What follows belongs to an exercise in optimizing a design on an open flow for small area and a short achievable clock period; a production flow would make more cautious choices. Function was not checked in any run shown here: the RTL went through the layout flow alone. Power and IR drop assume default switching activity.

===== design/flow/flow/run.sh =====
#!/bin/bash
set -euo pipefail
export BUFFER_PORTS_ARGS="-buffer_cell sky130_fd_sc_hd__buf_1"
export SETUP_SLACK_MARGIN=5.6
export CTS_ARGS="-sink_clustering_enable -repair_clock_nets -buf_list sky130_fd_sc_hd__clkbuf_16 -sink_clustering_size 25 -sink_clustering_max_diameter 100"
bash standard.sh > standard_flow.log 2>&1

===== design/flow/config.mk =====
export PLATFORM = sky130hd
export DESIGN_NAME = frame_tx_top
export DESIGN_NICKNAME = frame_tx_top
export VERILOG_FILES = /design/flow/design.v
export SDC_FILE = /design/flow/constraint.sdc
export NUM_CORES = 4
export LEC_CHECK = 0
export CAP_MARGIN = 20
export CORE_MARGIN = 2
export CORE_UTILIZATION = 45
export PLACE_DENSITY = 0.65
export SLEW_MARGIN = 20
export SYNTH_HIERARCHICAL = 1

===== design/flow/standard.sh =====
#!/bin/bash
# synth_recipe.tcl (not shown) runs the flow's synth.tcl, then flattens the netlist and writes it again
# the make line also repeats each setting of config.mk as NAME=value (left out here)
make -C /OpenROAD-flow-scripts/flow DESIGN_CONFIG=/design/flow/config.mk WORK_HOME=/design/flow/orfs CLKGATE_MAP_FILE= SYNTH_SCRIPT=/design/flow/synth_recipe.tcl "${@:-finish}"

===== design/flow/constraint.sdc =====
create_clock -name core_clock -period 10.0 [get_ports {clk}]
set_input_delay 2.0000 -clock core_clock [delete_from_list [all_inputs] [get_ports {clk}]]
set_output_delay 2.0000 -clock core_clock [all_outputs]
set_load 0.01 [all_outputs]

===== design/flow/design.v =====
`timescale 1ns/1ps
`default_nettype none
module frame_sequencer (
	input  logic        clk,
	input  logic        rst_n,
	input  logic        start,
	input  logic        data_out_rd,
	input  logic [10:0] ip_total,
	input  logic [8:0]  word_cnt,
	output logic        ctrl_load,
	output logic        ctrl_busy,
	output logic        ctrl_advance,
	output logic        ctrl_pop,
	output logic [12:0] hdr_sel,
	output logic        pay_phase,
	output logic        sop,
	output logic        eop,
	output logic        data_out_rdy,
	output logic [1:0]  be_out
);
	logic        state;
	logic [10:0] next_last_sum;
	logic        next_is_last;
	logic        tail_only;
	logic        last_r;
	logic        pop_ok;
	assign ctrl_load    = !state && start;
	assign ctrl_busy    = state;
	assign ctrl_advance = state && data_out_rd;
	assign next_last_sum = ip_total + 11'd9;
	assign next_is_last  = (pay_phase || hdr_sel[12]) && (word_cnt == next_last_sum[10:2]);
	assign tail_only = (ip_total[1] == ip_total[0]);
	assign ctrl_pop = data_out_rd && pop_ok;
	always_ff @(posedge clk) begin
		if (ctrl_load) begin
			hdr_sel   <= 13'd1;
			pay_phase <= 1'b0;
		end else if (ctrl_advance) begin
			hdr_sel   <= {hdr_sel[11:0], 1'b0};
			pay_phase <= pay_phase | hdr_sel[12];
		end
	end
	always_ff @(posedge clk or negedge rst_n) begin
		if (!rst_n) begin
			state  <= 1'b0;
			last_r <= 1'b0;
			pop_ok <= 1'b0;
		end else if (ctrl_load) begin
			state  <= 1'b1;
			last_r <= 1'b0;
			pop_ok <= 1'b0;
		end else if (ctrl_advance) begin
			state  <= !last_r;
			last_r <= next_is_last;
			pop_ok <= !last_r && (pay_phase | hdr_sel[12]) && !(next_is_last && tail_only);
		end
	end
	assign sop          = state && hdr_sel[0];
	assign eop          = last_r;
	assign be_out       = last_r ? {~ip_total[1], ip_total[0]} : 2'b00;
	assign data_out_rdy = state;
endmodule
`default_nettype wire
`timescale 1ns/1ps
`default_nettype none
module header_builder (
	input  logic        clk,
	input  logic        ctrl_load,
	input  logic        ctrl_advance,
	input  logic [12:0] hdr_sel,
	input  logic [47:0] mac_dst_addr,
	input  logic [47:0] mac_src_addr,
	input  logic [7:0]  ip_dsf,
	input  logic [15:0] ip_id,
	input  logic [2:0]  ip_flags,
	input  logic [12:0] ip_frag_offset,
	input  logic [7:0]  ip_ttl,
	input  logic [31:0] ip_src_addr,
	input  logic [31:0] ip_dst_addr,
	input  logic [15:0] tcp_src_port,
	input  logic [15:0] tcp_dst_port,
	input  logic [31:0] tcp_seq_num,
	input  logic [31:0] tcp_ack_num,
	input  logic [5:0]  tcp_flags,
	input  logic [15:0] tcp_window,
	input  logic [15:0] payload_len,
	input  logic [15:0] payload_sum,
	input  logic [15:0] carry,
	output logic [10:0] ip_total,
	output logic [8:0]  word_cnt,
	output logic [15:0] hdr_hi,
	output logic [15:0] hdr_lo
);
	localparam logic [15:0] ETHERTYPE = 16'h0800;
	localparam logic [7:0]  IP_PROTO  = 8'd6;
	localparam logic [15:0] TCP_LEN_ADJ = 16'hFFFF - 16'(20 + 20)
		+ 16'(20) + 16'(8'd6);
	logic [31:0] mac_dst_r;
	logic [15:0] mac_hi_ip_acc;
	logic [47:0] mac_src_r;
	logic [7:0]  ip_dsf_r;
	logic [15:0] ip_id_r;
	logic [2:0]  ip_flags_r;
	logic [12:0] ip_frag_r;
	logic [7:0]  ip_ttl_r;
	logic [31:0] ip_src_r;
	logic [31:0] ip_dst_r;
	logic [10:0] ip_total_r;
	logic [15:0] tcp_sport_r;
	logic [15:0] tcp_dport_r;
	logic [31:0] tcp_seq_r;
	logic [31:0] tcp_ack_r;
	logic [5:0]  tcp_flags_r;
	logic [15:0] tcp_window_r;
	logic [15:0] tcp_acc;
	always_ff @(posedge clk) begin
		if (ctrl_load) begin
			mac_src_r    <= mac_src_addr;
			ip_dsf_r     <= ip_dsf;
			ip_id_r      <= ip_id;
			ip_flags_r   <= ip_flags;
			ip_frag_r    <= ip_frag_offset;
			ip_ttl_r     <= ip_ttl;
			ip_src_r     <= ip_src_addr;
			ip_dst_r     <= ip_dst_addr;
			ip_total_r   <= 11'(payload_len + 16'(20 + 20));
			tcp_sport_r  <= tcp_src_port;
			tcp_dport_r  <= tcp_dst_port;
			tcp_seq_r    <= tcp_seq_num;
			tcp_ack_r    <= tcp_ack_num;
			tcp_flags_r  <= tcp_flags;
			tcp_window_r <= tcp_window;
		end
	end
	assign ip_total = ip_total_r;
	always_ff @(posedge clk) begin
		if (ctrl_load)
			mac_dst_r <= mac_dst_addr[31:0];
		else if (ctrl_advance && hdr_sel[1])
			mac_dst_r[8:0] <= 9'd2;
		else if (ctrl_advance && !hdr_sel[0])
			mac_dst_r[8:0] <= mac_dst_r[8:0] + 9'd1;
	end
	assign word_cnt = mac_dst_r[8:0];
	logic [15:0] part_hi, part_lo;
	always_comb begin
		part_hi = ({16{hdr_sel[4]}}  & {5'd0, ip_total_r})
		        | ({16{hdr_sel[5]}}  & {ip_flags_r, ip_frag_r})
		        | ({16{hdr_sel[7]}}  & ip_src_r[15:0])
		        | ({16{hdr_sel[8]}}  & ip_dst_r[15:0])
		        | ({16{hdr_sel[9]}}  & tcp_dport_r)
		        | ({16{hdr_sel[10]}} & tcp_seq_r[15:0])
		        | ({16{hdr_sel[11]}} & tcp_ack_r[15:0]);
		part_lo = ({16{hdr_sel[4]}}  & ip_id_r)
		        | ({16{hdr_sel[5]}}  & {ip_ttl_r, IP_PROTO})
		        | ({16{hdr_sel[6]}}  & ip_src_r[31:16])
		        | ({16{hdr_sel[7]}}  & ip_dst_r[31:16])
		        | ({16{hdr_sel[8]}}  & tcp_sport_r)
		        | ({16{hdr_sel[9]}}  & tcp_seq_r[31:16])
		        | ({16{hdr_sel[10]}} & tcp_ack_r[31:16])
		        | ({16{hdr_sel[11]}} & {4'd5, 6'd0, tcp_flags_r});
		hdr_hi = part_hi
		       | ({16{hdr_sel[0]}}  & mac_hi_ip_acc)
		       | ({16{hdr_sel[1]}}  & mac_dst_r[15:0])
		       | ({16{hdr_sel[2]}}  & mac_src_r[31:16])
		       | ({16{hdr_sel[3]}}  & ETHERTYPE)
		       | ({16{hdr_sel[6]}}  & ~mac_hi_ip_acc)
		       | ({16{hdr_sel[12]}} & tcp_window_r);
		hdr_lo = part_lo
		       | ({16{hdr_sel[0]}}  & mac_dst_r[31:16])
		       | ({16{hdr_sel[1]}}  & mac_src_r[47:32])
		       | ({16{hdr_sel[2]}}  & mac_src_r[15:0])
		       | ({16{hdr_sel[3]}}  & {8'h45, ip_dsf_r})
		       | ({16{hdr_sel[12]}} & ~tcp_acc);
	end
	logic        ip_slot;
	logic        tcp_slot;
	logic [15:0] sum_acc, sum_a, sum_b, sum_r;
	assign ip_slot  = hdr_sel[0] | hdr_sel[1] | hdr_sel[4] | hdr_sel[5];
	assign tcp_slot = hdr_sel[2] | hdr_sel[3] | (|hdr_sel[11:6]);
	assign sum_acc = ({16{hdr_sel[0]}} & {8'h45, ip_dsf_r})
	               | ({16{hdr_sel[1] | hdr_sel[4] | hdr_sel[5]}} & mac_hi_ip_acc)
	               | ({16{!ip_slot}} & tcp_acc);
	assign sum_a = ({16{hdr_sel[0]}} & ip_src_r[31:16])
	             | ({16{hdr_sel[1]}} & ip_dst_r[31:16])
	             | ({16{hdr_sel[2]}} & tcp_window_r)
	             | ({16{hdr_sel[3]}} & {5'd0, ip_total_r})
	             | part_hi;
	assign sum_b = ({16{hdr_sel[0]}} & ip_src_r[15:0])
	             | ({16{hdr_sel[1]}} & ip_dst_r[15:0])
	             | ({16{hdr_sel[2]}} & carry)
	             | ({16{hdr_sel[3]}} & TCP_LEN_ADJ)
	             | part_lo;
	logic [15:0] cs_s, cs_c, cs_g, cs_p;
	logic [15:0] gg [0:4];
	logic [15:0] pp [0:4];
	assign cs_s = sum_acc ^ sum_a ^ sum_b;
	assign cs_c = {(sum_acc[14:0] & sum_a[14:0]) | (sum_acc[14:0] & sum_b[14:0]) | (sum_a[14:0] & sum_b[14:0]),
	               (sum_acc[15] & sum_a[15]) | (sum_acc[15] & sum_b[15]) | (sum_a[15] & sum_b[15])};
	assign cs_g = cs_s & cs_c;
	assign cs_p = cs_s ^ cs_c;
	assign gg[0] = cs_g;
	assign pp[0] = cs_p;
	for (genvar lv = 0; lv < 4; lv++) begin : g_lv
		for (genvar i = 0; i < 16; i++) begin : g_bit
			if ((i & (1 << lv)) != 0) begin : g_node
				localparam int J = ((i >> lv) << lv) - 1;
				assign gg[lv+1][i] = gg[lv][i] | (pp[lv][i] & gg[lv][J]);
				assign pp[lv+1][i] = pp[lv][i] & pp[lv][J];
			end else begin : g_pass
				assign gg[lv+1][i] = gg[lv][i];
				assign pp[lv+1][i] = pp[lv][i];
			end
		end
	end
	assign sum_r[0] = cs_p[0] ^ gg[4][15];
	for (genvar i = 1; i < 16; i++) begin : g_sum
		assign sum_r[i] = cs_p[i] ^ (gg[4][i-1] | (pp[4][i-1] & gg[4][15]));
	end
	always_ff @(posedge clk) begin
		if (ctrl_load)
			mac_hi_ip_acc <= mac_dst_addr[47:32];
		else if (ctrl_advance && ip_slot)
			mac_hi_ip_acc <= sum_r;
	end
	always_ff @(posedge clk) begin
		if (ctrl_load)
			tcp_acc <= payload_sum;
		else if (ctrl_advance && tcp_slot)
			tcp_acc <= sum_r;
	end
endmodule
`default_nettype wire
`timescale 1ns/1ps
`default_nettype none
module payload_aligner (
	input  logic        clk,
	input  logic        ctrl_load,
	input  logic        ctrl_pop,
	input  logic        pay_phase,
	input  logic [15:0] tcp_urgent_ptr,
	input  logic [15:0] hdr_hi,
	input  logic [15:0] hdr_lo,
	input  logic [31:0] data_in,
	output logic [15:0] carry,
	output logic [31:0] data_out
);
	always_ff @(posedge clk) begin
		if (ctrl_load)
			carry <= tcp_urgent_ptr;
		else if (ctrl_pop)
			carry <= data_in[15:0];
	end
	assign data_out[31:16] = hdr_hi | (pay_phase ? carry : 16'h0000);
	assign data_out[15:0]  = hdr_lo | (pay_phase ? data_in[31:16] : 16'h0000);
endmodule
`default_nettype wire
`timescale 1ns/1ps
`default_nettype none
module frame_tx_top (
	input  logic        clk,
	input  logic        rst_n,
	input  logic        start,
	input  logic [47:0]   mac_dst_addr,
	input  logic [47:0]   mac_src_addr,
	input  logic [7:0]  ip_dsf,
	input  logic [15:0]       ip_id,
	input  logic [2:0]  ip_flags,
	input  logic [12:0] ip_frag_offset,
	input  logic [7:0]  ip_ttl,
	input  logic [31:0]    ip_src_addr,
	input  logic [31:0]    ip_dst_addr,
	input  logic [15:0]       tcp_src_port,
	input  logic [15:0]       tcp_dst_port,
	input  logic [31:0]    tcp_seq_num,
	input  logic [31:0]    tcp_ack_num,
	input  logic [5:0]  tcp_flags,
	input  logic [15:0]       tcp_window,
	input  logic [15:0]       tcp_urgent_ptr,
	input  logic [15:0]        payload_len,
	input  logic [15:0]       payload_sum,
	output logic [31:0]       data_out,
	output logic [1:0]         be_out,
	output logic        data_out_rdy,
	input  logic        data_out_rd,
	output logic        sop,
	output logic        eop,
	input  logic [31:0]       data_in,
	output logic        data_in_rd,
	output logic        busy
);
	logic        ctrl_load;
	logic        ctrl_advance;
	logic        ctrl_pop;
	logic [12:0] hdr_sel;
	logic        pay_phase;
	logic [10:0] ip_total;
	logic [8:0]  word_cnt;
	logic [15:0] hdr_hi;
	logic [15:0] hdr_lo;
	logic [15:0] carry;
	frame_sequencer u_seq (
		.clk          (clk),
		.rst_n        (rst_n),
		.start        (start),
		.data_out_rd  (data_out_rd),
		.ip_total     (ip_total),
		.word_cnt     (word_cnt),
		.ctrl_load    (ctrl_load),
		.ctrl_busy    (busy),
		.ctrl_advance (ctrl_advance),
		.ctrl_pop     (ctrl_pop),
		.hdr_sel      (hdr_sel),
		.pay_phase    (pay_phase),
		.sop          (sop),
		.eop          (eop),
		.data_out_rdy (data_out_rdy),
		.be_out       (be_out)
	);
	assign data_in_rd = ctrl_pop;
	header_builder u_hdr (
		.clk            (clk),
		.ctrl_load      (ctrl_load),
		.ctrl_advance   (ctrl_advance),
		.hdr_sel        (hdr_sel),
		.mac_dst_addr   (mac_dst_addr),
		.mac_src_addr   (mac_src_addr),
		.ip_dsf         (ip_dsf),
		.ip_id          (ip_id),
		.ip_flags       (ip_flags),
		.ip_frag_offset (ip_frag_offset),
		.ip_ttl         (ip_ttl),
		.ip_src_addr    (ip_src_addr),
		.ip_dst_addr    (ip_dst_addr),
		.tcp_src_port   (tcp_src_port),
		.tcp_dst_port   (tcp_dst_port),
		.tcp_seq_num    (tcp_seq_num),
		.tcp_ack_num    (tcp_ack_num),
		.tcp_flags      (tcp_flags),
		.tcp_window     (tcp_window),
		.payload_len    (payload_len),
		.payload_sum    (payload_sum),
		.carry          (carry),
		.ip_total       (ip_total),
		.word_cnt       (word_cnt),
		.hdr_hi         (hdr_hi),
		.hdr_lo         (hdr_lo)
	);
	payload_aligner u_align (
		.clk            (clk),
		.ctrl_load      (ctrl_load),
		.ctrl_pop       (ctrl_pop),
		.pay_phase      (pay_phase),
		.tcp_urgent_ptr (tcp_urgent_ptr),
		.hdr_hi         (hdr_hi),
		.hdr_lo         (hdr_lo),
		.data_in        (data_in),
		.carry          (carry),
		.data_out       (data_out)
	);
endmodule
`default_nettype wire

==> results of run 1 <==
==> flip-flops by register name (all words and copies together), names as in the netlist, 32 cells and up <==
name	count
u_hdr.mac_dst_r	32
u_hdr.tcp_seq_r	32
u_hdr.ip_src_r	32
u_hdr.mac_src_r	48
u_hdr.tcp_ack_r	32
u_hdr.ip_dst_r	32
==> where the power goes <==
part	switching [mW]	leakage (nW)	total [mW]	internal [mW]
registers	0.0531	3.48	1.84	1.79
clock network	0.533	0.321	0.948	0.416
logic	0.147	3.88	0.276	0.130
==> kinds of logic (layout without fill, tap and decap cells) <==
| logic type | after synthesis | after routing | synth area share (%) |
|---|---|---|---|
| xor+xnor | 27 | 27 | 1.33 |
| flops | 386 | 386 | 64.1 |
| compound gates | 394 | 394 | 17.2 |
| simple gates | 280 | 281 | 8.04 |
| buf+inv | 147 | 609 | 3.59 |
| other cells | 0 | 5 | 0 |
| fa+ha+maj | 36 | 36 | 3.24 |
| mux | 38 | 38 | 2.50 |
==> synth_stat cells, types with 28 or more instances <==
cell type  number  area [µm²]
nand3_1        54         270
edfxtp_1      369       11100
nand2_1        80         300
nor2_1         38         143
a222oi_1       52         521
and3_1         33         206
a22o_1         28         245
a21oi_1        30         150
o21ai_0        39         195
clkbuf_1       62         233
a21o_1         40         300
inv_1          53         199
a22oi_1       108         811
==> Yosys stat by module, one instance, submodules excluded, excerpt <==
module           cell area (µm²)  flops+latches  times used
header_builder             15800            353           1
frame_sequencer             1020             17           1
payload_aligner              987             16           1
==> area by class of cell <==
class / instances / area, µm²
inverters: 53 / 199
fillers: 3306 / 16700
well taps: 518 / 648
diodes: 5 / 12.5
clock buffers: 21 / 526
clock inverters: 11 / 93.8
repair buffers: 524 / 2680
flip-flops and latches: 386 / 11500
multi-input cells: 776 / 6620
==> worst paths after layout <==
kind	slack, ps	end	start
max	5310	data_out[4]	u_seq.hdr_sel[10]
min	590	u_seq.state	u_seq.last_r
max reg2reg	5380	u_hdr.mac_hi_ip_acc[1]	u_seq.hdr_sel[10]
min reg2reg	590	u_seq.state	u_seq.last_r
max in group asynchronous	8600	u_seq.state	rst_n
min in group asynchronous	1230	u_seq.last_r	rst_n
==> layer usage <==
layer,GRT usage (%),wire length [µm],vias up
met5,0,23,-
met4,12.5,2850,4
met3,6.08,5990,134
met2,50.5,31600,880
met1,39.4,25100,6962
li1,-,-,6135
==> through the flow <==
| stage | std cells | hold WS [ps] |
|---|---|---|
| 2_1_floorplan | 1308 | 462 |
| 3_3_place_gp | 2196 | 547 |
| 3_5_place_dp | 2196 | 568 |
| 4_1_cts | 2260 | 583 |
| 5_1_grt | 2293 | 601 |
| 6_report | 2294 | 586 |
==> worst max-delay path: stages (launching register included) <==
cell and delay, ps:
dfxtp_4 380, buf_12 140, buf_12 130, a222oi_1 540
nand3_1 180, buf_6 170, buf_6 110, nand3b_1 150
a21o_1 160, buf_1 120
==> timing repair <==
item	CTS	global route
pin swaps	41	64
cloned	4	2
hold endpoints to repair	0	0
endpoints found under the setup margin	69	58
buffers inserted	28	27
gates resized for setup	117	125
==> metrics.cfg, run 1 <==
[outcome]
status=timing/DRC/antenna clean

[drt]
drt_pass1_iterations=8
drt-initial-drc-count=1528
vias=14100
viasPerCell=6.15
wl_per_cell_um=28.6
drc=0
drt_wl_total_um=65600
ant_nets=0

[yosys]
synth_area_um2=17800
netlist_instances=1308
synth_edf_count=369
synth_flop_cell=edfxtp_1
synth-seq-cells=386
ys_warn_count=11
seq_area_frac_synth_pct=64.1
avgSynthCellArea_um2=13.6
ys_types=74
async_reset_ff_share_pct=0.777

[power]
p_leak_nw=7.68
powerDensity_nw_per_um2=138
ir_worst_vdd_mv=0.126
finalPower_mw=3.07

[global_routing]
grt_pass1_vias=13800
grt_max_degree=168
grt_pass1_wl_um=90600
overflow=0
antenna_found_initial=6
track_usage_pct=30.5

[timing]
min_period_over_period_pct=46.9
fmax_ghz=0.213
drv_slew=0
finalClockSkew_ps=39.2
hold_violations=0
period_minus_slack_ps=4690
fin_setup_tns_ps=0
setup_violations=0
rsz0062_at_grt=true
worst_slack_ps=5310
slew_headroom_pct=27.4
worstMarginPinSlew_ps=1090

[critical_path]
reg2regPathDepth=20
cp_data_required_time_ps=8000
start_kind=flip-flop
critPathMaxFanout=5
cp-end-kind=output pin
crit_type=flip-flop to output pin
critPathArrivalTime_ps=2690

[placement]
dp_slack_ps=4500
placed_cell_area_um2=20000
gp_congestion=0.919
post-dp-hpwl_um=44600
port_buffers=443

[flow_run]
drv_cap=0

[floorplan]
rows=72
coreArea_um2=38900
die_h_um=203
ios=449
start_util_pct=45.8
die_w_um=203
dieArea_um2=41200

[clock_tree]
clk_path_buf_depth=3
hold_buffers=0
cts_tree=done
clk_pin_slew_ps=110
clk_latency_ps=570
cts.sinks=386
cts_buffers=20
htree_levels=1
cts_root_buffer=clkbuf_16

[finish]
final_cell_mix=426 x buf_1, 369 x edfxtp_1, 101 x a22oi_1
finalInstanceArea_um2=22300
areaGrowthSynthToFinish_pct=24.8
final_util_pct=57.2
fin_nets=2207
drive_above_1_share_pct=15.8
layout_commonest_cell=buf_1

[min_path]
min_path_cells=1
hold_path.class=flip-flop to flip-flop

==> run 2: changes to the inputs <==
--- a/design/flow/design.v
+++ b/design/flow/design.v
@@ -142,6 +142,13 @@
 			mac_dst_r[8:0] <= mac_dst_r[8:0] + 9'd1;
 	end
 	assign word_cnt = mac_dst_r[8:0];
+	logic [12:0] sel_lo;
+	always_ff @(posedge clk) begin
+		if (ctrl_load)
+			sel_lo <= 13'd1;
+		else if (ctrl_advance)
+			sel_lo <= {sel_lo[11:0], 1'b0};
+	end
 	logic [15:0] part_hi, part_lo;
 	always_comb begin
 		part_hi = ({16{hdr_sel[4]}}  & {5'd0, ip_total_r})
@@ -151,14 +158,14 @@
 		        | ({16{hdr_sel[9]}}  & tcp_dport_r)
 		        | ({16{hdr_sel[10]}} & tcp_seq_r[15:0])
 		        | ({16{hdr_sel[11]}} & tcp_ack_r[15:0]);
-		part_lo = ({16{hdr_sel[4]}}  & ip_id_r)
-		        | ({16{hdr_sel[5]}}  & {ip_ttl_r, IP_PROTO})
-		        | ({16{hdr_sel[6]}}  & ip_src_r[31:16])
-		        | ({16{hdr_sel[7]}}  & ip_dst_r[31:16])
-		        | ({16{hdr_sel[8]}}  & tcp_sport_r)
-		        | ({16{hdr_sel[9]}}  & tcp_seq_r[31:16])
-		        | ({16{hdr_sel[10]}} & tcp_ack_r[31:16])
-		        | ({16{hdr_sel[11]}} & {4'd5, 6'd0, tcp_flags_r});
+		part_lo = ({16{sel_lo[4]}}  & ip_id_r)
+		        | ({16{sel_lo[5]}}  & {ip_ttl_r, IP_PROTO})
+		        | ({16{sel_lo[6]}}  & ip_src_r[31:16])
+		        | ({16{sel_lo[7]}}  & ip_dst_r[31:16])
+		        | ({16{sel_lo[8]}}  & tcp_sport_r)
+		        | ({16{sel_lo[9]}}  & tcp_seq_r[31:16])
+		        | ({16{sel_lo[10]}} & tcp_ack_r[31:16])
+		        | ({16{sel_lo[11]}} & {4'd5, 6'd0, tcp_flags_r});
 		hdr_hi = part_hi
 		       | ({16{hdr_sel[0]}}  & mac_hi_ip_acc)
 		       | ({16{hdr_sel[1]}}  & mac_dst_r[15:0])
@@ -167,11 +174,11 @@
 		       | ({16{hdr_sel[6]}}  & ~mac_hi_ip_acc)
 		       | ({16{hdr_sel[12]}} & tcp_window_r);
 		hdr_lo = part_lo
-		       | ({16{hdr_sel[0]}}  & mac_dst_r[31:16])
-		       | ({16{hdr_sel[1]}}  & mac_src_r[47:32])
-		       | ({16{hdr_sel[2]}}  & mac_src_r[15:0])
-		       | ({16{hdr_sel[3]}}  & {8'h45, ip_dsf_r})
-		       | ({16{hdr_sel[12]}} & ~tcp_acc);
+		       | ({16{sel_lo[0]}}  & mac_dst_r[31:16])
+		       | ({16{sel_lo[1]}}  & mac_src_r[47:32])
+		       | ({16{sel_lo[2]}}  & mac_src_r[15:0])
+		       | ({16{sel_lo[3]}}  & {8'h45, ip_dsf_r})
+		       | ({16{sel_lo[12]}} & ~tcp_acc);
 	end
 	logic        ip_slot;
 	logic        tcp_slot;
@@ -186,24 +193,51 @@
 	             | ({16{hdr_sel[2]}} & tcp_window_r)
 	             | ({16{hdr_sel[3]}} & {5'd0, ip_total_r})
 	             | part_hi;
-	assign sum_b = ({16{hdr_sel[0]}} & ip_src_r[15:0])
-	             | ({16{hdr_sel[1]}} & ip_dst_r[15:0])
-	             | ({16{hdr_sel[2]}} & carry)
-	             | ({16{hdr_sel[3]}} & TCP_LEN_ADJ)
+	assign sum_b = ({16{sel_lo[0]}} & ip_src_r[15:0])
+	             | ({16{sel_lo[1]}} & ip_dst_r[15:0])
+	             | ({16{sel_lo[2]}} & carry)
+	             | ({16{sel_lo[3]}} & TCP_LEN_ADJ)
 	             | part_lo;
-	logic [15:0] cs_s, cs_c, cs_g, cs_p;
+	oc_adder3 u_add (
+		.x (sum_acc),
+		.y (sum_a),
+		.z (sum_b),
+		.r (sum_r)
+	);
+	always_ff @(posedge clk) begin
+		if (ctrl_load)
+			mac_hi_ip_acc <= mac_dst_addr[47:32];
+		else if (ctrl_advance && ip_slot)
+			mac_hi_ip_acc <= sum_r;
+	end
+	always_ff @(posedge clk) begin
+		if (ctrl_load)
+			tcp_acc <= payload_sum;
+		else if (ctrl_advance && tcp_slot)
+			tcp_acc <= sum_r;
+	end
+endmodule
+`default_nettype wire
+`default_nettype none
+module oc_adder3 (
+	input  logic [15:0] x,
+	input  logic [15:0] y,
+	input  logic [15:0] z,
+	output logic [15:0] r
+);
+	logic [15:0] s, c, g, p;
 	logic [15:0] gg [0:4];
 	logic [15:0] pp [0:4];
-	assign cs_s = sum_acc ^ sum_a ^ sum_b;
-	assign cs_c = {(sum_acc[14:0] & sum_a[14:0]) | (sum_acc[14:0] & sum_b[14:0]) | (sum_a[14:0] & sum_b[14:0]),
-	               (sum_acc[15] & sum_a[15]) | (sum_acc[15] & sum_b[15]) | (sum_a[15] & sum_b[15])};
-	assign cs_g = cs_s & cs_c;
-	assign cs_p = cs_s ^ cs_c;
-	assign gg[0] = cs_g;
-	assign pp[0] = cs_p;
+	assign s = x ^ y ^ z;
+	assign c = {(x[14:0] & y[14:0]) | (x[14:0] & z[14:0]) | (y[14:0] & z[14:0]),
+	            (x[15] & y[15]) | (x[15] & z[15]) | (y[15] & z[15])};
+	assign g = s & c;
+	assign p = s ^ c;
+	assign gg[0] = g;
+	assign pp[0] = p;
 	for (genvar lv = 0; lv < 4; lv++) begin : g_lv
 		for (genvar i = 0; i < 16; i++) begin : g_bit
-			if ((i & (1 << lv)) != 0) begin : g_node
+			if (i & (1 << lv)) begin : g_node
 				localparam int J = ((i >> lv) << lv) - 1;
 				assign gg[lv+1][i] = gg[lv][i] | (pp[lv][i] & gg[lv][J]);
 				assign pp[lv+1][i] = pp[lv][i] & pp[lv][J];
@@ -213,21 +247,9 @@
 			end
 		end
 	end
-	assign sum_r[0] = cs_p[0] ^ gg[4][15];
+	assign r[0] = p[0] ^ gg[4][15];
 	for (genvar i = 1; i < 16; i++) begin : g_sum
-		assign sum_r[i] = cs_p[i] ^ (gg[4][i-1] | (pp[4][i-1] & gg[4][15]));
-	end
-	always_ff @(posedge clk) begin
-		if (ctrl_load)
-			mac_hi_ip_acc <= mac_dst_addr[47:32];
-		else if (ctrl_advance && ip_slot)
-			mac_hi_ip_acc <= sum_r;
-	end
-	always_ff @(posedge clk) begin
-		if (ctrl_load)
-			tcp_acc <= payload_sum;
-		else if (ctrl_advance && tcp_slot)
-			tcp_acc <= sum_r;
+		assign r[i] = p[i] ^ (gg[4][i-1] | (pp[4][i-1] & gg[4][15]));
 	end
 endmodule
 `default_nettype wire
==> design/flow/flow/run.sh (replaced) <==
#!/bin/bash
set -euo pipefail
export BUFFER_PORTS_ARGS="-buffer_cell sky130_fd_sc_hd__buf_1"
export SETUP_SLACK_MARGIN=5.5
export CTS_ARGS="-sink_clustering_enable -repair_clock_nets -buf_list sky130_fd_sc_hd__clkbuf_16 -sink_clustering_size 25 -sink_clustering_max_diameter 100"
bash standard.sh > standard_flow.log 2>&1
==> run 2 against run 1 <==
Synthesized area rose by 0.60%. Combinational power decreased by 8.7%. Clock power down 2.6%. Register-to-register slack improved by 180 ps. Clock skew about the same. Global-route usage is 1.9 points lower. Wire length is 7.2% lower. Flip-flop and latch count up 13. Die area increased by 0.59%. Synthesized cell count down 0.15%. Maximum frequency rose by 3.9%. Critical path type unchanged. Critical endpoint is now data_out[5]. Largest cell class unchanged. Largest power group unchanged.
==> metrics.cfg, run 2 <==
[drt]
drt_wl_total_um=60900  ; was 65,600 µm
wl_per_cell_um=27.2  ; was 28.6 µm
drt-initial-drc-count=1775  ; was 1,528
ant_nets=0  ; unchanged
viasPerCell=5.99  ; was 6.15
vias=13400  ; was 14,100
drt_pass1_iterations=8  ; unchanged
drc=0  ; unchanged

[clock_tree]
clk_latency_ps=590  ; was 570 ps
cts_setup_buffers=0  ; was 28
cts.sinks=399  ; was 386
clk_path_buf_depth=3  ; unchanged
htree_levels=1  ; unchanged
cts_root_buffer=clkbuf_16  ; unchanged
cts_tree=done  ; unchanged
cts_buffers=20  ; unchanged
clk_pin_slew_ps=110  ; about the same

[finish]
layout_commonest_cell=buf_1  ; unchanged
fin_nets=2140  ; was 2,207
drive_above_1_share_pct=6.79  ; was 15.8%
final_cell_mix=441 x buf_1, 369 x edfxtp_1, 145 x nand2_1  ; was 426 x buf_1, 369 x edfxtp_1, 101 x a22oi_1
largest_reg_flops=48  ; unchanged
finalInstanceArea_um2=20800  ; was 22,300 µm²
areaGrowthSynthToFinish_pct=15.7  ; was 24.8%
final_util_pct=52.5  ; was 57.2%
regMostFlops=u_hdr.mac_src_r  ; unchanged
finalNonFillerCells=2240  ; was 2,294

[critical_path]
cp_data_required_time_ps=8000  ; about the same
critPathArrivalTime_ps=2510  ; was 2690 ps
r2r_setup_slack_ps=5560  ; was 5380 ps
crit_type=flip-flop to output pin  ; unchanged
start_kind=flip-flop  ; unchanged
worstPathCellList=a222oi_1, and3_1, o2111ai_1, a21o_1, buf_1  ; was buf_12, buf_12, a222oi_1, nand3_1, buf_6, buf_6, nand3b_1, a21o_1, buf_1
critPathMaxFanout=2  ; was 5
reg2regPathDepth=13  ; was 20
max_stage_delay_ps=530  ; was 540 ps
cp-end-kind=output pin  ; unchanged
r2r_start=u_hdr.ip_src_r[21]  ; was u_seq.hdr_sel[10]
crit_slowest_cell=edfxtp_1  ; was a222oi_1
reg2reg_to=u_hdr.tcp_acc[1]  ; was u_hdr.mac_hi_ip_acc[1]

[global_routing]
grt_max_degree=178  ; was 168
track_usage_pct=28.6  ; was 30.5%
overflow=0  ; unchanged
antenna_found_initial=10  ; was 6
grt_pass1_wl_um=85500  ; was 90,600 µm
grt_pass1_vias=13100  ; was 13,800

[power]
p_leak_nw=7.12  ; was 7.68 nW
powerDensity_nw_per_um2=148  ; was 138 nW/µm²
ir_worst_vdd_mv=0.145  ; was 0.126 mV

[floorplan]
rows=73  ; was 72
die_h_um=204  ; was 203 µm
coreArea_um2=39500  ; was 38,900 µm²
dieArea_um2=41500  ; was 41,200 µm²
die_w_um=204  ; was 203 µm
start_util_pct=45.4  ; was 45.8%
ios=449  ; unchanged

[yosys]
avgSynthCellArea_um2=13.7  ; was 13.6 µm²
yosysMostFrequentCell=edfxtp_1  ; unchanged
synth-simple-area-share_pct=8.97  ; was 8.04%
synth_top_family_by_area=compound AO/OA/AOI/OAI gates  ; unchanged
synth_fa_ha_area_share_pct=3.22  ; was 3.24%
synth_area_leaders=edfxtp_1 62%, a22oi_1 4.2%, nand2_1 3.0%, dfxtp_1 3.0%, a222oi_1 3.0%  ; was edfxtp_1 62%, a22oi_1 4.5%, a222oi_1 2.9%, fa_1 1.9%, a21o_1 1.7%
synth-seq-cells=399  ; was 386
ys_types=73  ; was 74
synth_area_um2=17900  ; was 17,800 µm²
yosysTopAreaCell=edfxtp_1  ; unchanged
synth_top_area_share_pct=61.8  ; was 62.1%
netlist_instances=1306  ; was 1,308
ys_warn_count=12  ; was 11
synth_mux_area_share_pct=2.76  ; was 2.50%
ys_top_cells_by_count=369 x edfxtp_1, 145 x nand2_1, 100 x a22oi_1, 64 x clkbuf_1, 53 x a222oi_1  ; was 369 x edfxtp_1, 108 x a22oi_1, 80 x nand2_1, 62 x clkbuf_1, 54 x nand3_1
synth-xor-area-share_pct=1.76  ; was 1.33%
synth_edf_count=369  ; unchanged
async_reset_ff_share_pct=0.752  ; was 0.777%
synth_compound_area_share_pct=14.9  ; was 17.2%
seq_area_frac_synth_pct=65.2  ; was 64.1%
synth_flop_cell=edfxtp_1  ; unchanged

[timing]
period_minus_slack_ps=4510  ; was 4690 ps
rsz0062_at_grt=true  ; unchanged
finalClockSkew_ps=38.9  ; was 39.2 ps
fin_setup_tns_ps=0  ; unchanged
worstMarginPinSlew_ps=1110  ; was 1090 ps
hold_violations=0  ; unchanged
setup_violations=0  ; unchanged
min_period_over_period_pct=45.1  ; was 46.9%
fmax_ghz=0.222  ; was 0.213 GHz
slew_headroom_pct=25.7  ; was 27.4%
drv_slew=0  ; unchanged

[placement]
placed_cell_area_um2=20000  ; about the same
port_buffers=443  ; unchanged
dp_cells=2197  ; was 2,196
gp_congestion=0.943  ; was 0.919
post-dp-hpwl_um=45600  ; was 44,600 µm

[min_path]
hold_path.class=flip-flop to flip-flop  ; unchanged
hold_start=u_hdr.sel_lo[12]  ; was u_seq.last_r
min_path_cells=2  ; was 1
hold_end=u_hdr.sel_lo[12]  ; was u_seq.state

[flow_run]
drv_cap=0  ; unchanged

[outcome]
status=timing/DRC/antenna clean  ; unchanged

run 2: changes by cell type in the layout (fill, tap and decap cells not counted), sizes merged, moves of 10 or more:
cell | before | now
o2111ai | 8 | 19
nand2b | 6 | 24
nand2 | 81 | 145
mux2i | 16 | 27
a2111oi | 12 | 0
o21ai | 41 | 25
nand3 | 54 | 44
dfxtp | 14 | 27
inv | 60 | 43
a22o | 28 | 18
buf | 518 | 459
run 2: critical path: cells and delay by family (launching register included):
| kind | cells | cell delay, ps |
|---|---|---|
| compound gates | 3 | 770 |
| buf+inv | 1 | 120 |
| flops | 1 | 530 |
| simple gates | 1 | 510 |
run 2: worst max path at each step:
stage                  startpoint                      to  slack (ps)  depth (start not counted)
2_1_floorplan               start       u_seq.hdr_sel[10]        2250                          4
3_3_place_gp     u_hdr.sel_lo[10]  u_hdr.mac_hi_ip_acc[1]        5310                         14
3_5_place_dp      u_hdr.sel_lo[8]        u_hdr.tcp_acc[1]        5270                         14
4_1_cts           u_hdr.sel_lo[0]             data_out[6]        5410                          5
5_1_grt           u_hdr.sel_lo[0]             data_out[6]        5400                          5
6_report       u_hdr.ip_src_r[21]             data_out[5]        5490                          5
run 2: repair_timing:
item                                    in CTS  in global routing
cloned                                       0                  0
endpoints found under the setup margin      37                 15
pin swaps                                    1                  4
hold buffers                                 0                  0
gates resized for setup                     23                 12
run 2: final cells by class:
cell class | count | area (µm²)
diodes | 7 | 17.5
clock buffers | 20 | 500
clock inverters | 16 | 113
fillers | 3413 | 18800
inverters | 29 | 109
multi-input cells | 784 | 5830
flip-flops and latches | 399 | 11700
well taps | 525 | 657
repair buffers | 460 | 1820
run 2: metal layers:
metal / routed length (µm) / GRT usage, %
met1: 22900 / 37.2
met5: 50 / 0
met4: 2890 / 12.4
met3: 6070 / 5.35
met2: 29000 / 47.0
run 2: modules after synthesis, one instance, submodules excluded, excerpt:
module	flops+latches	area, µm²
header_builder	366	14700
frame_sequencer	17	1020
payload_aligner	16	987
oc_adder3	0	1240
run 2: logic make-up (layout without fill, tap and decap cells):
logic type	after synthesis	after routing
muxes	44	44
and+or+nand+nor	328	328
buffers and inverters	123	525
xor gates and xnor gates	36	36
DFF	399	399
other	0	7
AOI/OAI and AO/OA	340	340
adders and majority gates	36	36
run 2: stage by stage:
stage / setup WS [ps] / power [mW] / hold WS (ps)
6_report: 5490 / 3.07 / 509
5_1_grt: 5400 / 3.17 / 555
4_1_cts: 5410 / 3.08 / 510
3_5_place_dp: 5270 / 2.18 / 484
3_3_place_gp: 5310 / 2.17 / 473
2_1_floorplan: 2250 / 2.04 / 460
run 2: report_power, final:
part	total (mW)	switching [mW]	internal (mW)	leakage, nW
logic	0.252	0.139	0.112	3.19
clock network	0.923	0.544	0.379	0.343
registers	1.89	0.0493	1.84	3.59
total	3.07	0.733	2.33	7.12
==> run 3: changes to the inputs <==
--- a/design/flow/design.v
+++ b/design/flow/design.v
@@ -142,44 +142,22 @@
 			mac_dst_r[8:0] <= mac_dst_r[8:0] + 9'd1;
 	end
 	assign word_cnt = mac_dst_r[8:0];
-	logic [12:0] sel_lo;
-	always_ff @(posedge clk) begin
-		if (ctrl_load)
-			sel_lo <= 13'd1;
-		else if (ctrl_advance)
-			sel_lo <= {sel_lo[11:0], 1'b0};
-	end
 	logic [15:0] part_hi, part_lo;
-	always_comb begin
-		part_hi = ({16{hdr_sel[4]}}  & {5'd0, ip_total_r})
-		        | ({16{hdr_sel[5]}}  & {ip_flags_r, ip_frag_r})
-		        | ({16{hdr_sel[7]}}  & ip_src_r[15:0])
-		        | ({16{hdr_sel[8]}}  & ip_dst_r[15:0])
-		        | ({16{hdr_sel[9]}}  & tcp_dport_r)
-		        | ({16{hdr_sel[10]}} & tcp_seq_r[15:0])
-		        | ({16{hdr_sel[11]}} & tcp_ack_r[15:0]);
-		part_lo = ({16{sel_lo[4]}}  & ip_id_r)
-		        | ({16{sel_lo[5]}}  & {ip_ttl_r, IP_PROTO})
-		        | ({16{sel_lo[6]}}  & ip_src_r[31:16])
-		        | ({16{sel_lo[7]}}  & ip_dst_r[31:16])
-		        | ({16{sel_lo[8]}}  & tcp_sport_r)
-		        | ({16{sel_lo[9]}}  & tcp_seq_r[31:16])
-		        | ({16{sel_lo[10]}} & tcp_ack_r[31:16])
-		        | ({16{sel_lo[11]}} & {4'd5, 6'd0, tcp_flags_r});
-		hdr_hi = part_hi
-		       | ({16{hdr_sel[0]}}  & mac_hi_ip_acc)
-		       | ({16{hdr_sel[1]}}  & mac_dst_r[15:0])
-		       | ({16{hdr_sel[2]}}  & mac_src_r[31:16])
-		       | ({16{hdr_sel[3]}}  & ETHERTYPE)
-		       | ({16{hdr_sel[6]}}  & ~mac_hi_ip_acc)
-		       | ({16{hdr_sel[12]}} & tcp_window_r);
-		hdr_lo = part_lo
-		       | ({16{sel_lo[0]}}  & mac_dst_r[31:16])
-		       | ({16{sel_lo[1]}}  & mac_src_r[47:32])
-		       | ({16{sel_lo[2]}}  & mac_src_r[15:0])
-		       | ({16{sel_lo[3]}}  & {8'h45, ip_dsf_r})
-		       | ({16{sel_lo[12]}} & ~tcp_acc);
-	end
+	hdr_mux u_mux (
+		.sel    (hdr_sel),
+		.hi_src ({tcp_window_r, tcp_ack_r[15:0], tcp_seq_r[15:0], tcp_dport_r,
+		          ip_dst_r[15:0], ip_src_r[15:0], ~mac_hi_ip_acc, {ip_flags_r, ip_frag_r},
+		          {5'd0, ip_total_r}, ETHERTYPE, mac_src_r[31:16], mac_dst_r[15:0],
+		          mac_hi_ip_acc}),
+		.lo_src ({~tcp_acc, {4'd5, 6'd0, tcp_flags_r}, tcp_ack_r[31:16], tcp_seq_r[31:16],
+		          tcp_sport_r, ip_dst_r[31:16], ip_src_r[31:16], {ip_ttl_r, IP_PROTO},
+		          ip_id_r, {8'h45, ip_dsf_r}, mac_src_r[15:0], mac_src_r[47:32],
+		          mac_dst_r[31:16]}),
+		.part_hi(part_hi),
+		.part_lo(part_lo),
+		.hdr_hi (hdr_hi),
+		.hdr_lo (hdr_lo)
+	);
 	logic        ip_slot;
 	logic        tcp_slot;
 	logic [15:0] sum_acc, sum_a, sum_b, sum_r;
@@ -193,10 +171,10 @@
 	             | ({16{hdr_sel[2]}} & tcp_window_r)
 	             | ({16{hdr_sel[3]}} & {5'd0, ip_total_r})
 	             | part_hi;
-	assign sum_b = ({16{sel_lo[0]}} & ip_src_r[15:0])
-	             | ({16{sel_lo[1]}} & ip_dst_r[15:0])
-	             | ({16{sel_lo[2]}} & carry)
-	             | ({16{sel_lo[3]}} & TCP_LEN_ADJ)
+	assign sum_b = ({16{hdr_sel[0]}} & ip_src_r[15:0])
+	             | ({16{hdr_sel[1]}} & ip_dst_r[15:0])
+	             | ({16{hdr_sel[2]}} & carry)
+	             | ({16{hdr_sel[3]}} & TCP_LEN_ADJ)
 	             | part_lo;
 	oc_adder3 u_add (
 		.x (sum_acc),
@@ -253,6 +231,37 @@
 	end
 endmodule
 `default_nettype wire
+`default_nettype none
+module hdr_mux (
+	input  logic [12:0]  sel,
+	input  logic [207:0] hi_src,
+	input  logic [207:0] lo_src,
+	output logic [15:0]  part_hi,
+	output logic [15:0]  part_lo,
+	output logic [15:0]  hdr_hi,
+	output logic [15:0]  hdr_lo
+);
+	always_comb begin
+		part_hi = '0;
+		part_lo = '0;
+		hdr_hi  = '0;
+		hdr_lo  = '0;
+		for (int k = 4; k < 12; k++) begin
+			if (k != 6)
+				part_hi = part_hi | ({16{sel[k]}} & hi_src[16*k +: 16]);
+			part_lo = part_lo | ({16{sel[k]}} & lo_src[16*k +: 16]);
+		end
+		hdr_hi = part_hi | ({16{sel[6]}} & hi_src[16*6 +: 16]);
+		hdr_lo = part_lo;
+		for (int k = 0; k < 13; k++) begin
+			if (k < 4 || k > 11) begin
+				hdr_hi = hdr_hi | ({16{sel[k]}} & hi_src[16*k +: 16]);
+				hdr_lo = hdr_lo | ({16{sel[k]}} & lo_src[16*k +: 16]);
+			end
+		end
+	end
+endmodule
+`default_nettype wire
 `timescale 1ns/1ps
 `default_nettype none
 module payload_aligner (
==> design/flow/flow/run.sh (replaced) <==
#!/bin/bash
set -euo pipefail
export BUFFER_PORTS_ARGS="-buffer_cell sky130_fd_sc_hd__buf_1"
export SETUP_SLACK_MARGIN=5.6
export CTS_ARGS="-sink_clustering_enable -repair_clock_nets -buf_list sky130_fd_sc_hd__clkbuf_16 -sink_clustering_size 25 -sink_clustering_max_diameter 100"
bash standard.sh > standard_flow.log 2>&1
==> run 3 against run 2 <==
Still clean on timing, DRC and antenna. Wire length shrank 2.5%. Sequential power shrank 4%. Clock-buffer cell count shrank 1. Hold slack gained 4.3 ps. Combinational power grew 9.1%. First-iteration DRC count shrank 11%. Non-clock buffer count grew 21. Core utilization grew 1.4 points. Flip-flop and latch count shrank 13. Design area grew 0.79%. Sequential share of layout area shrank 1.7 points. Via count grew 0.42%. Critical endpoint is now data_in_rd. Largest power group unchanged. Highest routed layer unchanged.
==> metrics.cfg, run 3 <==
[global_routing]
track_usage_pct=28.0  ; was 28.6%
grt_pass1_vias=13000  ; was 13,100
overflow=0  ; unchanged
grt_pass1_wl_um=84300  ; was 85,500 µm
grt_max_degree=176  ; was 178
antenna_found_initial=7  ; was 10

[critical_path]
critPathMaxFanout=4  ; was 2
crit_slowest_cell=and2_4  ; was edfxtp_1
max_stage_delay_ps=140  ; was 530 ps
cp_data_required_time_ps=8000  ; about the same
cp-end-kind=output pin  ; unchanged
critPathLaunch=data_out_rd  ; was u_hdr.ip_src_r[21]
start_kind=input port  ; was flip-flop
critPathArrivalTime_ps=2390  ; was 2510 ps
crit_type=input port to output pin  ; was flip-flop to output pin
worstPathCellList=buf_4, and2_4, buf_6  ; was a222oi_1, and3_1, o2111ai_1, a21o_1, buf_1
crit_family=buffers and inverters  ; was compound AO/OA/AOI/OAI gates
r2r_start=u_seq.hdr_sel[8]  ; was u_hdr.ip_src_r[21]
crit_buf_inv=2  ; was 1

[timing]
fmax_ghz=0.228  ; was 0.222 GHz
worstMarginPinSlew_ps=1120  ; was 1110 ps
period_minus_slack_ps=4390  ; was 4510 ps
setup_violations=0  ; unchanged
drv_slew=0  ; unchanged
rsz0062_at_grt=false  ; was true
min_period_over_period_pct=43.9  ; was 45.1%
fin_setup_tns_ps=0  ; unchanged
hold_violations=0  ; unchanged
finalClockSkew_ps=23.7  ; was 38.9 ps
slew_headroom_pct=25.4  ; was 25.7%

[finish]
fin_nets=2216  ; was 2,140
fillers=3358  ; was 3,413
largest_reg_flops=48  ; unchanged
final_cell_mix=441 x buf_1, 369 x edfxtp_1, 169 x a22oi_1  ; was 441 x buf_1, 369 x edfxtp_1, 145 x nand2_1
layout_commonest_cell=buf_1  ; unchanged
areaGrowthSynthToFinish_pct=17.5  ; was 15.7%
drive_above_1_share_pct=7.07  ; was 6.79%
regMostFlops=u_hdr.mac_src_r  ; unchanged
finalNonFillerCells=2305  ; was 2,240

[drt]
drt-initial-drc-count=1584  ; was 1,775
ant_nets=0  ; unchanged
viasPerCell=5.85  ; was 5.99
drt_pass1_iterations=8  ; unchanged
vias=13500  ; was 13,400
drt_wl_total_um=59400  ; was 60,900 µm
drc=0  ; unchanged
wl_per_cell_um=25.8  ; was 27.2 µm

[clock_tree]
cts_root_buffer=clkbuf_16  ; unchanged
hold_buffers=0  ; unchanged
clk_pin_slew_ps=90  ; was 110 ps
cts.sinks=386  ; was 399
clk_latency_ps=560  ; was 590 ps
cts_buffers=19  ; was 20
cts_tree=done  ; unchanged
clk_path_buf_depth=3  ; unchanged
htree_levels=1  ; unchanged

[yosys]
ys_top_cells_by_count=369 x edfxtp_1, 181 x a22oi_1, 127 x nand2_1, 63 x inv_1, 52 x clkbuf_1  ; was 369 x edfxtp_1, 145 x nand2_1, 100 x a22oi_1, 64 x clkbuf_1, 53 x a222oi_1
yosysTopAreaCell=edfxtp_1  ; unchanged
synth-seq-cells=386  ; was 399
async_reset_ff_share_pct=0.777  ; was 0.752%
ys_types=76  ; was 73
synth_top_area_share_pct=62.2  ; was 61.8%
synth_area_um2=17800  ; was 17,900 µm²
ys_warn_count=13  ; was 12
avgSynthCellArea_um2=13.6  ; was 13.7 µm²
yosysMostFrequentCell=edfxtp_1  ; unchanged
seq_area_frac_synth_pct=64.2  ; was 65.2%
netlist_instances=1309  ; was 1,306
synth_area_leaders=edfxtp_1 62%, a22oi_1 7.6%, nand2_1 2.7%, a222oi_1 2.4%, fa_1 1.9%  ; was edfxtp_1 62%, a22oi_1 4.2%, nand2_1 3.0%, dfxtp_1 3.0%, a222oi_1 3.0%
synth_edf_count=369  ; unchanged
synth_flop_cell=edfxtp_1  ; unchanged

[power]
ir_worst_vdd_mv=0.128  ; was 0.145 mV
p_leak_nw=7.31  ; was 7.12 nW
powerDensity_nw_per_um2=141  ; was 148 nW/µm²

[min_path]
hold_path.class=flip-flop to flip-flop  ; unchanged
hold_start=u_seq.hdr_sel[12]  ; was u_hdr.sel_lo[12]

[floorplan]
ios=449  ; unchanged
rows=72  ; was 73
start_util_pct=45.9  ; was 45.4%
die_w_um=203  ; was 204 µm
die_h_um=203  ; was 204 µm
dieArea_um2=41200  ; was 41,500 µm²
coreArea_um2=38800  ; was 39,500 µm²

[flow_run]
drv_cap=0  ; unchanged

[placement]
gp_congestion=0.917  ; was 0.943
dp_cells=2247  ; was 2,197
post-dp-hpwl_um=43400  ; was 45,600 µm
port_buffers=443  ; unchanged

[outcome]
status=timing/DRC/antenna clean  ; unchanged

==> run 3: power breakdown <==
part / total, mW / internal, mW / switching [mW]
Combinational: 0.275 / 0.114 / 0.161
Clock: 0.867 / 0.354 / 0.513
Sequential: 1.82 / 1.79 / 0.0285
==> run 3: logic make-up after synthesis <==
logic type                 count (synthesis)  share of synthesized area (%)
AOI/OAI and AO/OA                        398                           17.3
xor gates and xnor gates                  33                           1.62
adders and majority gates                 36                           3.24
buffers and inverters                    149                           3.91
DFF                                      386                           64.2
muxes                                     17                           1.26
other                                      2                         0.0422
and+or+nand+nor                          288                           8.46
==> run 3: final timing paths <==
path / endpoint / slack (ps) / cells past startpoint
max in group asynchronous: u_seq.last_r / 8560 / 1
hold reg to reg: u_seq.hdr_sel[12] / 510 / 1
setup / recovery: data_in_rd / 5610 / 3
min in group asynchronous: u_seq.state / 1250 / 1
setup reg to reg: u_hdr.mac_hi_ip_acc[11] / 5810 / 16
hold / removal: u_seq.hdr_sel[12] / 510 / 1
==> run 3: modules after synthesis, one instance, submodules excluded, a selection <==
module,copies in the design,flip-flops and latches,cells inside
payload_aligner,1,16,70
header_builder,1,353,696
oc_adder3,1,0,139
frame_sequencer,1,17,109
hdr_mux,1,0,295
==> run 3: timing repair <==
action	4_1_cts	5_1_grt
endpoints found under the setup margin	65	53
gates cloned	0	1
hold endpoints to repair	0	0
resized for setup	15	32
setup buffers	16	3
pin swaps	15	9
==> run 3: final cells by class <==
| cell class | instances | area, µm² | area share (%) |
|---|---|---|---|
| Clock inverter | 15 | 68.8 | 0.329 |
| Timing Repair Buffer | 481 | 2050 | 9.81 |
| Multi-Input combinational cell | 819 | 5980 | 28.6 |
| Tap cell | 518 | 648 | 3.10 |
| Sequential cell | 386 | 11500 | 54.7 |
| Antenna cell | 4 | 10.0 | 0.0478 |
| Clock buffer | 19 | 475 | 2.27 |
| Inverter | 63 | 236 | 1.13 |
==> run 3: layer usage <==
layer  GRT usage, %  share of wire [%]  up-vias
met5              0              0.020        -
met4           5.76                2.2        2
met3           5.94                 11       65
met2           43.7                 46      783
met1           40.6                 41     6546
li1               -                  -     6080
==> run 3: per-stage QoR <==
| step | utilization [%] | area, µm² | hold slack [ps] | setup WS [ps] | total power [mW] |
|---|---|---|---|---|---|
| after floorplan | - | 18000 | 527 | 2270 | 1.98 |
| after global placement | 51.6 | 20000 | 475 | 5160 | 2.12 |
| after detailed placement | 51.6 | 20000 | 480 | 5130 | 2.12 |
| after CTS | 53.4 | 20700 | 503 | 5590 | 2.98 |
| after global routing | 53.9 | 20900 | 535 | 5600 | 3.06 |
| final | 53.9 | 20900 | 514 | 5610 | 2.96 |
==> run 3: worst register-to-register path: cells and delay by family (launching register included) <==
kind,cells,cell delay (ps)
xor+xnor,1,160
fa+ha+maj,2,880
flops,1,310
buf+inv,2,440
simple gates,5,590
compound gates,6,1570

==> what the ideal ports hide <==
No port has a modelled driver above. Below, the same layouts with a new extraction and two added sets of constraints. Step 1 (the two cells are an assumption about what drives the block):
set clk [get_ports {clk}]
set_driving_cell -lib_cell sky130_fd_sc_hd__clkbuf_16 $clk
set_driving_cell -lib_cell sky130_fd_sc_hd__buf_2 [delete_from_list [all_inputs] $clk]
Step 2 adds t to the input delays and takes it off the output delays; t is the mean of the earliest and latest rising clock arrival at the registers after step 1. Input paths then give back, and output paths get back, about the clock's delay inside the block. a / b / c = ideal ports / drivers / drivers and shift; a / b = the first two.
run	t, ns	slack for setup (ns)	hold WS [ns]	slew at the worst register clock pin (ns)
run 1	0.611	5.311 / 5.253 / 5.110	0.586 / 0.586 / 0.586	0.11 / 0.11
run 2	0.611	5.488 / 5.430 / 5.342	0.509 / 0.509 / 0.509	0.11 / 0.11
run 3	0.605	5.613 / 5.584 / 5.202	0.514 / 0.514 / 0.514	0.11 / 0.11
After both steps setup and hold are still met in every run listed. The setup slack of run 3, which loses most, moves by -0.029 ns with the drivers and by -0.411 ns with both steps.
